From an optimization exercise on the open Yosys and OpenROAD flow, aimed at small area, a short achievable clock period and few clock cycles; shortcuts taken in it are not production practice. In this exercise RTL edits were held to simulation tests only and were not proved equivalent to the original. Power is estimated from default activity; no workload was simulated.

==> flow/design.v <==
package matrix_pkg;
  localparam logic [2:0] OP_INIT        = 3'd0;
  localparam logic [2:0] OP_WRITE       = 3'd1;
  localparam logic [2:0] OP_SHIFT_UP    = 3'd2;
  localparam logic [2:0] OP_SHIFT_DOWN  = 3'd3;
  localparam logic [2:0] OP_SHIFT_LEFT  = 3'd4;
  localparam logic [2:0] OP_SHIFT_RIGHT = 3'd5;
  localparam logic [2:0] OP_TRANSPOSE   = 3'd6;
  localparam logic [2:0] OP_READ        = 3'd7;
endpackage
module matrix_reg_unit
(
  input  logic                    clk,
  input  logic                    rstnn,
  input  logic                    i_cmd_valid,
  input  logic [2:0]              i_cmd_op,
  input  logic [1:0]              i_cmd_row,
  input  logic [1:0]              i_cmd_col,
  input  logic [15:0]             i_cmd_data,
  output logic                    o_cmd_credit,
  input  logic                    i_row_credit,
  output logic                    o_row_valid,
  output logic [1:0]              o_row_index,
  output logic [63:0]             o_row_data
);
  localparam logic [2:0] OP_INIT        = 3'd0;
  localparam logic [2:0] OP_WRITE       = 3'd1;
  localparam logic [2:0] OP_SHIFT_UP    = 3'd2;
  localparam logic [2:0] OP_SHIFT_DOWN  = 3'd3;
  localparam logic [2:0] OP_SHIFT_LEFT  = 3'd4;
  localparam logic [2:0] OP_SHIFT_RIGHT = 3'd5;
  localparam logic [2:0] OP_TRANSPOSE   = 3'd6;
  localparam logic [2:0] OP_READ        = 3'd7;
  function automatic logic [11:0] row_sel(input logic t, input logic [1:0] a,
                                          input logic [1:0] b, input logic [1:0] k);
    for (int j = 0; j < 4; j++)
      row_sel[j*2 +: 2] = t ? (2'(j) - k - b) : (k + a);
    row_sel[9:8]   = k + a + b;
    row_sel[11:10] = k;
  endfunction
  function automatic logic [3:0] rotl(input logic [3:0] v);
    rotl = {v[2:0], v[3]};
  endfunction
  function automatic logic [3:0] rotr(input logic [3:0] v);
    rotr = {v[0], v[3:1]};
  endfunction
  function automatic logic [1:0] oh2bin(input logic [3:0] v);
    oh2bin = {v[3] | v[2], v[3] | v[1]};
  endfunction
  logic [22:0] q_mem [0:2];
  logic [2:0]  q_wr;        
  logic [2:0]  q_rd;        
  logic [1:0]  q_cnt;
  logic        h_valid;
  logic [2:0]  h_op;
  logic        h_write;
  logic        h_read;
  logic        h_ri;        
  logic [3:0]  h_row;       
  logic [3:0]  h_col;       
  logic [15:0] h_data;
  logic        m_t;
  logic [1:0]  m_a;
  logic [1:0]  m_b;
  logic        rd_active;   
  logic        rd_last;     
  logic        r_t;         
  logic [3:0]  r_left;      
  logic [3:0]  r_cur;       
  logic [2:0]  rc_cnt;      
  logic        has_credit;
  logic        has_credit2;  
  logic [11:0] sel;
  logic        wb_we;
  logic [1:0]  wb_p;
  logic [1:0]  wb_q;
  logic [15:0] wb_data;
  logic       same_t;
  logic [3:0] h_line;
  assign same_t = (r_t == m_t);
  assign h_line = same_t ? h_row : h_col;
  logic cap_cont;
  logic conflict;
  logic busy_after;
  logic exec;
  assign cap_cont   = rd_active && has_credit;
  assign conflict   = !cap_cont   ? |(h_line & r_left)
                    : has_credit2 ? |(h_line & r_left & ~r_cur & ~rotl(r_cur))
                    :               |(h_line & r_left & ~r_cur);
  assign busy_after = rd_active && !(has_credit && rd_last);
  assign exec       = h_valid && !(h_write && conflict) && !(h_ri && busy_after);
  logic cap_new_ok;
  logic cap;
  logic wb_hazard;
  assign wb_hazard  = wb_we && ((m_t ? wb_q : wb_p) == (m_t ? m_b : m_a));
  assign cap_new_ok = !rd_active && has_credit && !wb_hazard;
  assign cap        = cap_cont || (exec && h_read && cap_new_ok);
  logic       u_t;
  logic [1:0] u_a;
  logic [1:0] u_b;
  always_comb
  begin
    u_t = m_t;
    u_a = m_a;
    u_b = m_b;
    case (h_op)
      OP_SHIFT_UP:    if (m_t) u_b = m_b + 2'd1; else u_a = m_a + 2'd1;
      OP_SHIFT_DOWN:  if (m_t) u_b = m_b - 2'd1; else u_a = m_a - 2'd1;
      OP_SHIFT_LEFT:  if (m_t) u_a = m_a + 2'd1; else u_b = m_b + 2'd1;
      OP_SHIFT_RIGHT: if (m_t) u_a = m_a - 2'd1; else u_b = m_b - 2'd1;
      OP_TRANSPOSE:   u_t = !m_t;
      default: ;
    endcase
  end
  logic        q_ne;
  logic [22:0] q_head;
  logic [2:0]  n_op;
  assign q_ne   = (q_cnt != 2'd0);
  assign q_head = ({23{q_rd[0]}} & q_mem[0]) | ({23{q_rd[1]}} & q_mem[1])
                | ({23{q_rd[2]}} & q_mem[2]);
  assign n_op   = q_head[22:20];
  always_ff @(posedge clk)
  begin
    for (int i = 0; i < 3; i++)
      if (i_cmd_valid && q_wr[i])
        q_mem[i] <= {i_cmd_op, i_cmd_row, i_cmd_col, i_cmd_data};
  end
  logic h_load;
  assign h_load = (exec || !h_valid) && q_ne;
  always_ff @(posedge clk or negedge rstnn)
  begin
    if (!rstnn)
    begin
      q_wr         <= 3'b001;
      q_rd         <= 3'b001;
      q_cnt        <= '0;
      o_cmd_credit <= 1'b0;
    end
    else
    begin
      if (i_cmd_valid)
        q_wr <= {q_wr[1:0], q_wr[2]};
      if (h_load)
        q_rd <= {q_rd[1:0], q_rd[2]};
      q_cnt        <= q_cnt + {1'b0, i_cmd_valid} - {1'b0, h_load};
      o_cmd_credit <= exec;
    end
  end
  always_ff @(posedge clk or negedge rstnn)
  begin
    if (!rstnn)
      h_valid <= 1'b0;
    else if (exec || !h_valid)
      h_valid <= q_ne;
  end
  always_ff @(posedge clk)
  begin
    if (exec || !h_valid)
    begin
      h_op    <= n_op;
      h_write <= (n_op == OP_WRITE);
      h_read  <= (n_op == OP_READ);
      h_ri    <= (n_op == OP_READ) || (n_op == OP_INIT);
      h_row   <= 4'b0001 << q_head[19:18];
      h_col   <= 4'b0001 << q_head[17:16];
      h_data  <= q_head[15:0];
    end
  end
  logic [11:0] sel_inc;
  logic [11:0] sel_go;      
  logic [11:0] sel_x;
  logic [11:0] sel_n;
  always_comb
  begin
    for (int j = 0; j < 4; j++)
      sel_inc[j*2 +: 2] = r_t ? sel[j*2 +: 2] - 2'd1 : sel[j*2 +: 2] + 2'd1;
    sel_inc[9:8]   = sel[9:8] + 2'd1;
    sel_inc[11:10] = sel[11:10] + 2'd1;
  end
  assign sel_go = cap_cont ? sel_inc : sel;
  assign sel_x  = h_read     ? row_sel(m_t, m_a, m_b, cap_new_ok ? 2'd1 : 2'd0)
                : busy_after ? sel_go
                :              row_sel(u_t, u_a, u_b, 2'd0);
  assign sel_n  = busy_after ? sel_go : row_sel(m_t, m_a, m_b, 2'd0);
  logic [3:0] left_c;
  logic [3:0] cur_c;
  logic       sh_dn;
  logic       sh_up;
  assign left_c = cap_cont ? (r_left & ~r_cur) : r_left;
  assign cur_c  = cap_cont ? rotl(r_cur) : r_cur;
  assign sh_dn  = same_t ? (h_op == OP_SHIFT_UP)   : (h_op == OP_SHIFT_LEFT);
  assign sh_up  = same_t ? (h_op == OP_SHIFT_DOWN) : (h_op == OP_SHIFT_RIGHT);
  logic [2:0] rc_sum;
  assign rc_sum = rc_cnt + {2'b0, i_row_credit};
  always_ff @(posedge clk or negedge rstnn)
  begin
    if (!rstnn)
    begin
      m_t         <= 1'b0;
      m_a         <= '0;
      m_b         <= '0;
      rd_active   <= 1'b0;
      rd_last     <= 1'b0;
      r_t         <= 1'b0;
      r_left      <= '0;
      r_cur       <= '0;
      rc_cnt      <= '0;
      has_credit  <= 1'b0;
      has_credit2 <= 1'b0;
      sel         <= '0;
    end
    else
    begin
      if (cap)
      begin
        rc_cnt      <= rc_sum - 3'd1;
        has_credit  <= (rc_sum > 3'd1);
        has_credit2 <= (rc_sum > 3'd2);
      end
      else
      begin
        rc_cnt      <= rc_sum;
        has_credit  <= (rc_sum > 3'd0);
        has_credit2 <= (rc_sum > 3'd1);
      end
      if (exec)
      begin
        m_t <= u_t;
        m_a <= u_a;
        m_b <= u_b;
      end
      if (exec && h_read)
      begin
        rd_active <= 1'b1;
        rd_last   <= 1'b0;
        r_t       <= m_t;
        r_left    <= cap_new_ok ? 4'b1110 : 4'b1111;
        r_cur     <= cap_new_ok ? 4'b0010 : 4'b0001;
      end
      else
      begin
        if (cap_cont)
        begin
          rd_active <= !rd_last;
          rd_last   <= (sel[11:10] == 2'd2);
        end
        if (exec && sh_dn)
        begin
          r_left <= rotr(left_c);
          r_cur  <= rotr(cur_c);
        end
        else if (exec && sh_up)
        begin
          r_left <= rotl(left_c);
          r_cur  <= rotl(cur_c);
        end
        else
        begin
          r_left <= left_c;
          r_cur  <= cur_c;
        end
      end
      sel <= exec ? sel_x : sel_n;
    end
  end
  logic [1:0] h_r;
  logic [1:0] h_c;
  assign h_r = oh2bin(h_row);
  assign h_c = oh2bin(h_col);
  always_ff @(posedge clk or negedge rstnn)
  begin
    if (!rstnn)
      wb_we <= 1'b0;
    else
      wb_we <= exec && h_write;
  end
  always_ff @(posedge clk)
  begin
    wb_p    <= (m_t ? h_c : h_r) + m_a;
    wb_q    <= (m_t ? h_r : h_c) + m_b;
    wb_data <= h_data;
  end
  logic [15:0] mem   [0:3][0:3];    
  logic [3:0]  valid [0:3];         
  logic        fill;
  logic [1:0]  wb_bank;
  assign wb_bank = wb_p + wb_q;
  always_ff @(posedge clk)
  begin
    for (int j = 0; j < 4; j++)
      for (int i = 0; i < 4; i++)
        if (wb_we && wb_bank == 2'(j) && wb_p == 2'(i))
          mem[j][i] <= wb_data;
  end
  always_ff @(posedge clk or negedge rstnn)
  begin
    if (!rstnn)
    begin
      for (int j = 0; j < 4; j++)
        valid[j] <= '0;
      fill <= 1'b0;
    end
    else if (exec && h_ri && !h_read)
    begin
      for (int j = 0; j < 4; j++)
        valid[j] <= '0;
      fill <= 1'b1;
    end
    else if (wb_we)
    begin
      for (int j = 0; j < 4; j++)
        for (int i = 0; i < 4; i++)
          if (wb_bank == 2'(j) && wb_p == 2'(i))
            valid[j][i] <= 1'b1;
    end
  end
  logic [15:0] bank_out [0:3];
  always_comb
  begin
    for (int j = 0; j < 4; j++)
      bank_out[j] = valid[j][sel[j*2 +: 2]] ? mem[j][sel[j*2 +: 2]] : {15'b0, fill};
  end
  logic [63:0] row_nxt;
  always_comb
  begin
    for (int c = 0; c < 4; c++)
      row_nxt[c*16 +: 16] = bank_out[2'(c) + sel[9:8]];
  end
  always_ff @(posedge clk or negedge rstnn)
  begin
    if (!rstnn)
      o_row_valid <= 1'b0;
    else
      o_row_valid <= cap;
  end
  always_ff @(posedge clk)
  begin
    o_row_index <= sel[11:10];
    o_row_data  <= row_nxt;
  end
endmodule
==> flow/run.sh <==
#!/bin/bash
# synth_recipe.tcl (not shown) runs the flow's synth.tcl, then flattens the netlist and writes it again
# the make line also repeats each setting of config.mk as NAME=value (left out here)
make -C /OpenROAD-flow-scripts/flow DESIGN_CONFIG=/design/flow/config.mk WORK_HOME=/design/flow/orfs CLKGATE_MAP_FILE= SYNTH_SCRIPT=/design/flow/synth_recipe.tcl finish
==> flow/config.mk <==
export PLATFORM = sky130hd
export DESIGN_NAME = matrix_reg_unit
export DESIGN_NICKNAME = matrix_reg_unit
export VERILOG_FILES = /design/flow/design.v
export SDC_FILE = /design/flow/constraint.sdc
export NUM_CORES = 4
export LEC_CHECK = 0
export CAP_MARGIN = 20
export CORE_MARGIN = 2
export CORE_UTILIZATION = 30
export SETUP_SLACK_MARGIN = 1.5
export SLEW_MARGIN = 20
==> flow/constraint.sdc <==
create_clock -name core_clock -period 4.0 [get_ports {clk}]
set_input_delay 0.8000 -clock core_clock [delete_from_list [all_inputs] [get_ports {clk}]]
set_output_delay 0.8000 -clock core_clock [all_outputs]
set_load 0.01 [all_outputs]
==> results.txt <==
## per-layer routing
metal | track usage [%] | up-vias | wire, µm | part of all wire, %
met3 | 2.267 | 79 | 3374 | 6.9
met4 | 5.100 | 0 | 1430 | 2.9
met2 | 21.96 | 490 | 22680 | 46
li1 | - | 5470 | - | -
met1 | 18.96 | 6107 | 21430 | 44
met5 | 0 | - | 0 | 0
## kinds of logic after synthesis
| kind of cell | after synthesis | share of synthesized area (%) |
|---|---|---|
| simple gates | 233 | 5.605 |
| mux | 148 | 10.42 |
| fa+ha+maj | 27 | 1.656 |
| flops | 503 | 68.30 |
| compound gates | 233 | 9.364 |
| buf+inv | 118 | 2.330 |
| xor+xnor | 52 | 2.324 |
## how the worst min path moves through the flow
stage	from	end	slack, ps	cells past startpoint
after floorplan	h_data[0]$_DFFE_PP_	wb_data[0]$_DFF_P_	320	0
after global placement	h_data[9]$_DFFE_PP_	wb_data[9]$_DFF_P_	330	0
after detailed placement	h_data[6]$_DFFE_PP_	wb_data[6]$_DFF_P_	330	0
after CTS	h_data[6]$_DFFE_PP_	wb_data[6]$_DFF_P_	340	0
after global routing	rstnn	q_wr[2]$_DFFE_PN0P_	250	1
final	rstnn	r_left[1]$_DFF_PN0_	220	1
## per-stage QoR
| step | std cells | total power, µW | setup slack [ps] |
|---|---|---|---|
| 6_report | 2373 | 20880 | 1294 |
| 5_1_grt | 2373 | 22000 | 1217 |
| 4_1_cts | 2365 | 20640 | 1313 |
| 3_5_place_dp | 2248 | 15190 | 1063 |
| 3_3_place_gp | 2248 | 15010 | 1073 |
| 2_1_floorplan | 1314 | 12570 | 1175 |
## registers in the layout, summed over array words and instances (netlist names), 2 cells and up
| register | cells |
|---|---|
| h_data | 16 |
| h_row | 4 |
| q_rd | 3 |
| mem | 256 |
| q_cnt | 2 |
| r_cur | 4 |
| h_col | 4 |
| wb_q | 2 |
| rc_cnt | 3 |
| valid | 16 |
| wb_p | 2 |
| o_row_index | 2 |
| o_row_data | 64 |
| m_b | 2 |
| wb_data | 16 |
| q_mem | 69 |
| q_wr | 3 |
| sel | 12 |
| r_left | 4 |
| h_op | 3 |
| m_a | 2 |
## worst register-to-register path: stages (launching register included)
cell and delay [ps]:
dfrtp_2 450, xnor2_4 240, mux2_4 340, o31a_1 260, o2111a_2 300, buf_12 140
o21ai_4 230, buf_12 160, buf_4 110, mux2_4 290, a22oi_2 110
## final cells by class
| class | instances | area [µm²] |
|---|---|---|
| clock buffers | 78 | 1480 |
| fillers | 6295 | 42460 |
| repair buffers | 166 | 1580 |
| multi-input cells | 696 | 6344 |
| clock inverters | 20 | 217.7 |
| flip-flops and latches | 503 | 13950 |
| inverters | 37 | 155.1 |
| well taps | 873 | 1092 |
## power breakdown
part           switching (µW)  leakage, µW  internal (µW)  total, µW
Sequential               1160      0.00470           6980       8140
Clock                    2000     0.000842           2770       4770
Combinational            4340      0.00304           3630       7970
## Yosys cell counts (4+ instances only)
master / count / share of area (%)
a211oi_1: 5 / 0.18
a21oi_1: 18 / 0.44
a222oi_1: 101 / 5.0
a22oi_1: 6 / 0.22
and2_1: 10 / 0.31
and3_1: 4 / 0.12
buf_1: 5 / 0.092
buf_2: 6 / 0.15
clkbuf_1: 66 / 1.2
dfrtp_1: 60 / 7.4
dfxtp_1: 86 / 8.4
edfxtp_1: 355 / 52
ha_1: 27 / 1.7
inv_1: 36 / 0.66
mux2_2: 19 / 1.0
mux2i_1: 76 / 3.7
mux4_2: 49 / 5.4
nand2_1: 89 / 1.6
nand2b_1: 7 / 0.21
nand3_1: 5 / 0.12
nor2_1: 37 / 0.68
nor2b_1: 52 / 1.6
nor3_1: 15 / 0.37
o21a_1: 18 / 0.66
o21ai_0: 42 / 1.0
o221ai_1: 5 / 0.21
o22ai_1: 4 / 0.12
xnor2_1: 37 / 1.6
xor2_1: 14 / 0.60
## layout by cell type (no fill, tap or decap), types with 49 or more instances in the layout
cell type and n:
a222oi_1 101, nor2b_1 52, dfxtp_1 85, mux2i_1 75, clkdlybuf4s50_1 93, edfxtp_1 355
mux4_2 49, clkbuf_16 54, dfrtp_1 53, buf_4 61, nand2_1 87
## repair_timing
action	4_1_cts	5_1_grt
pin swaps	8	7
setup endpoints to repair	154	109
buffers inserted	18	5
gates cloned	1	3
resized for setup	57	27
==> results.py <==
metrics = {
    "run_status": {
        "status": "complete, no violations",
    },
    "cells_and_area": {
        "n_antenna_cell": 0,
        "drive_gt1_share_pct": 19.53,
        "area_growth_pct": 21.63,
        "layout.nets": 1510,
        "post-route-util_pct": 36.89,
        "finalInstanceArea_um2": 24820,
    },
    "setup_path": {
        "crit_start": "m_t$_DFFE_PN0N_",
        "slowest_stage": "dfrtp_2",
        "required_ps": 4530,
        "crit_path_max_fanout": 6,
        "start_kind": "flip-flop",
        "path_class": "flip-flop to flip-flop",
        "cp_data_arrival_time_ps": 3230,
        "r2r.worst_path.cells": 10,
        "end_kind": "flip-flop",
        "path_cells": "xnor2_4 -> mux2_4 -> o31a_1 -> o2111a_2 -> buf_12 -> o21ai_4 -> buf_12 -> buf_4 -> mux2_4 -> a22oi_2",
        "worst-path-stages": 10,
        "r2r_setup_slack_ps": 1290,
        "endpoint": "r_left[2]$_DFF_PN0_",
        "critical-path-top-delay-family": "compound AO/OA/AOI/OAI gates",
        "critPathBufInv": 3,
        "slowest_delay_ps": 450,
        "r2r_end": "r_left[2]$_DFF_PN0_",
        "r2r_start": "m_t$_DFFE_PN0N_",
    },
    "timing": {
        "drv_slew": 0,
        "rsz0062_at_grt": "true",
        "hold_ws_ps": 217.9,
        "worstMarginPinSlew_ps": 1018,
        "max_freq_ghz": 0.3695,
        "period_share_pct": 67.66,
        "slew_headroom_pct": 32.14,
        "fin_crit_ps": 2706,
        "setup_violations": 0,
        "setup_tns_ps": 0,
        "fin_skew_ps": 27.27,
        "hold_viol": 0,
    },
    "pwr": {
        "irDropWorstVdd_v": 0.0003455,
        "power_density_nw_per_um2": 841.3,
        "p_leak_uw": 0.008575,
    },
    "clocking": {
        "cts.htree.levels": 2,
        "clkTransAtPathRegs_ps": 70,
        "postCtsHoldBufs": 0,
        "cts.sinks": 503,
        "insertion_delay_ps": 610,
        "tritoncts": "built",
        "clockRootBuffer": "clkbuf_16",
        "clk_path_buf_depth": 3,
        "cts_buffers": 52,
    },
    "global_routing": {
        "grtUsageTotal_pct": 13.78,
        "grt_start_max_net_pins": 65,
        "overflow": 0,
        "grt_pass1_wl_um": 74110,
        "antenna_found_initial": 0,
        "grt_pass1_vias": 12160,
    },
    "floorplan": {
        "die_w_um": 264.8,
        "core_region_area_um2": 67280,
        "rows": 95,
        "dieArea_um2": 70120,
        "boundaryPins": 95,
        "start_util_pct": 30.33,
        "die_y_um": 264.8,
    },
    "logic_synthesis": {
        "netlist-cell-type-count": 72,
        "ys_warn_count": 5,
        "syn_nets": 1368,
        "async_flop_share_pct": 12.33,
        "avgSynthCellArea_um2": 15.53,
        "synth_area_um2": 20400,
        "synthFlopType": "edfxtp_1",
        "yosysSeqAreaShare_pct": 68.30,
        "synth_cells": 1314,
        "synth_edf_count": 355,
        "synth_seq_cells": 503,
    },
    "place": {
        "dpl.hpwl_um": 31530,
        "port_buffers": 94,
        "globalplace.congestion": 0.7839,
        "place_area_um2": 22500,
    },
    "detailed_routing": {
        "first_iter_violations": 1338,
        "vias": 12146,
        "wl_per_cell_um": 20.61,
        "antenna_left": 0,
        "first_pass_iters": 11,
        "drt-vias-per-instance": 5.118,
        "drc_errors": 0,
        "wl_um": 48920,
    },
    "flow_run": {
        "drv_cap": 0,
    },
    "worst_hold_path": {
        "min_path_type": "primary input to async pin",
    },
}
Testbench counts, summed over its fixed seeds: cycles 4,600.

## separate check: timing with driven ports
The flow's constraints put no driver on any port. The routed layout listed below was extracted and timed again, unchanged, in two steps. Step 1 sets driving cells, clkbuf_16 on the clock port and buf_2 on the other inputs (assumed; they add their load-dependent delay and slew). Step 2 adds t to the input delays and takes it off the output delays; t is the mean of the earliest and latest rising clock arrival at the registers after step 1. Input paths then give back, and output paths get back, about the clock's delay inside the block. Three values: no drivers, after step 1, after step 2; two values: the first two.
t (ns): 0.651
setup WS [ns]: 1.294 / 1.294 / 1.224
worst slew at a driven data input, ns: 0.04
After both steps this run still meets setup and hold. The setup slack of this run moves by 0.000 ns with the drivers and by -0.070 ns with both steps.
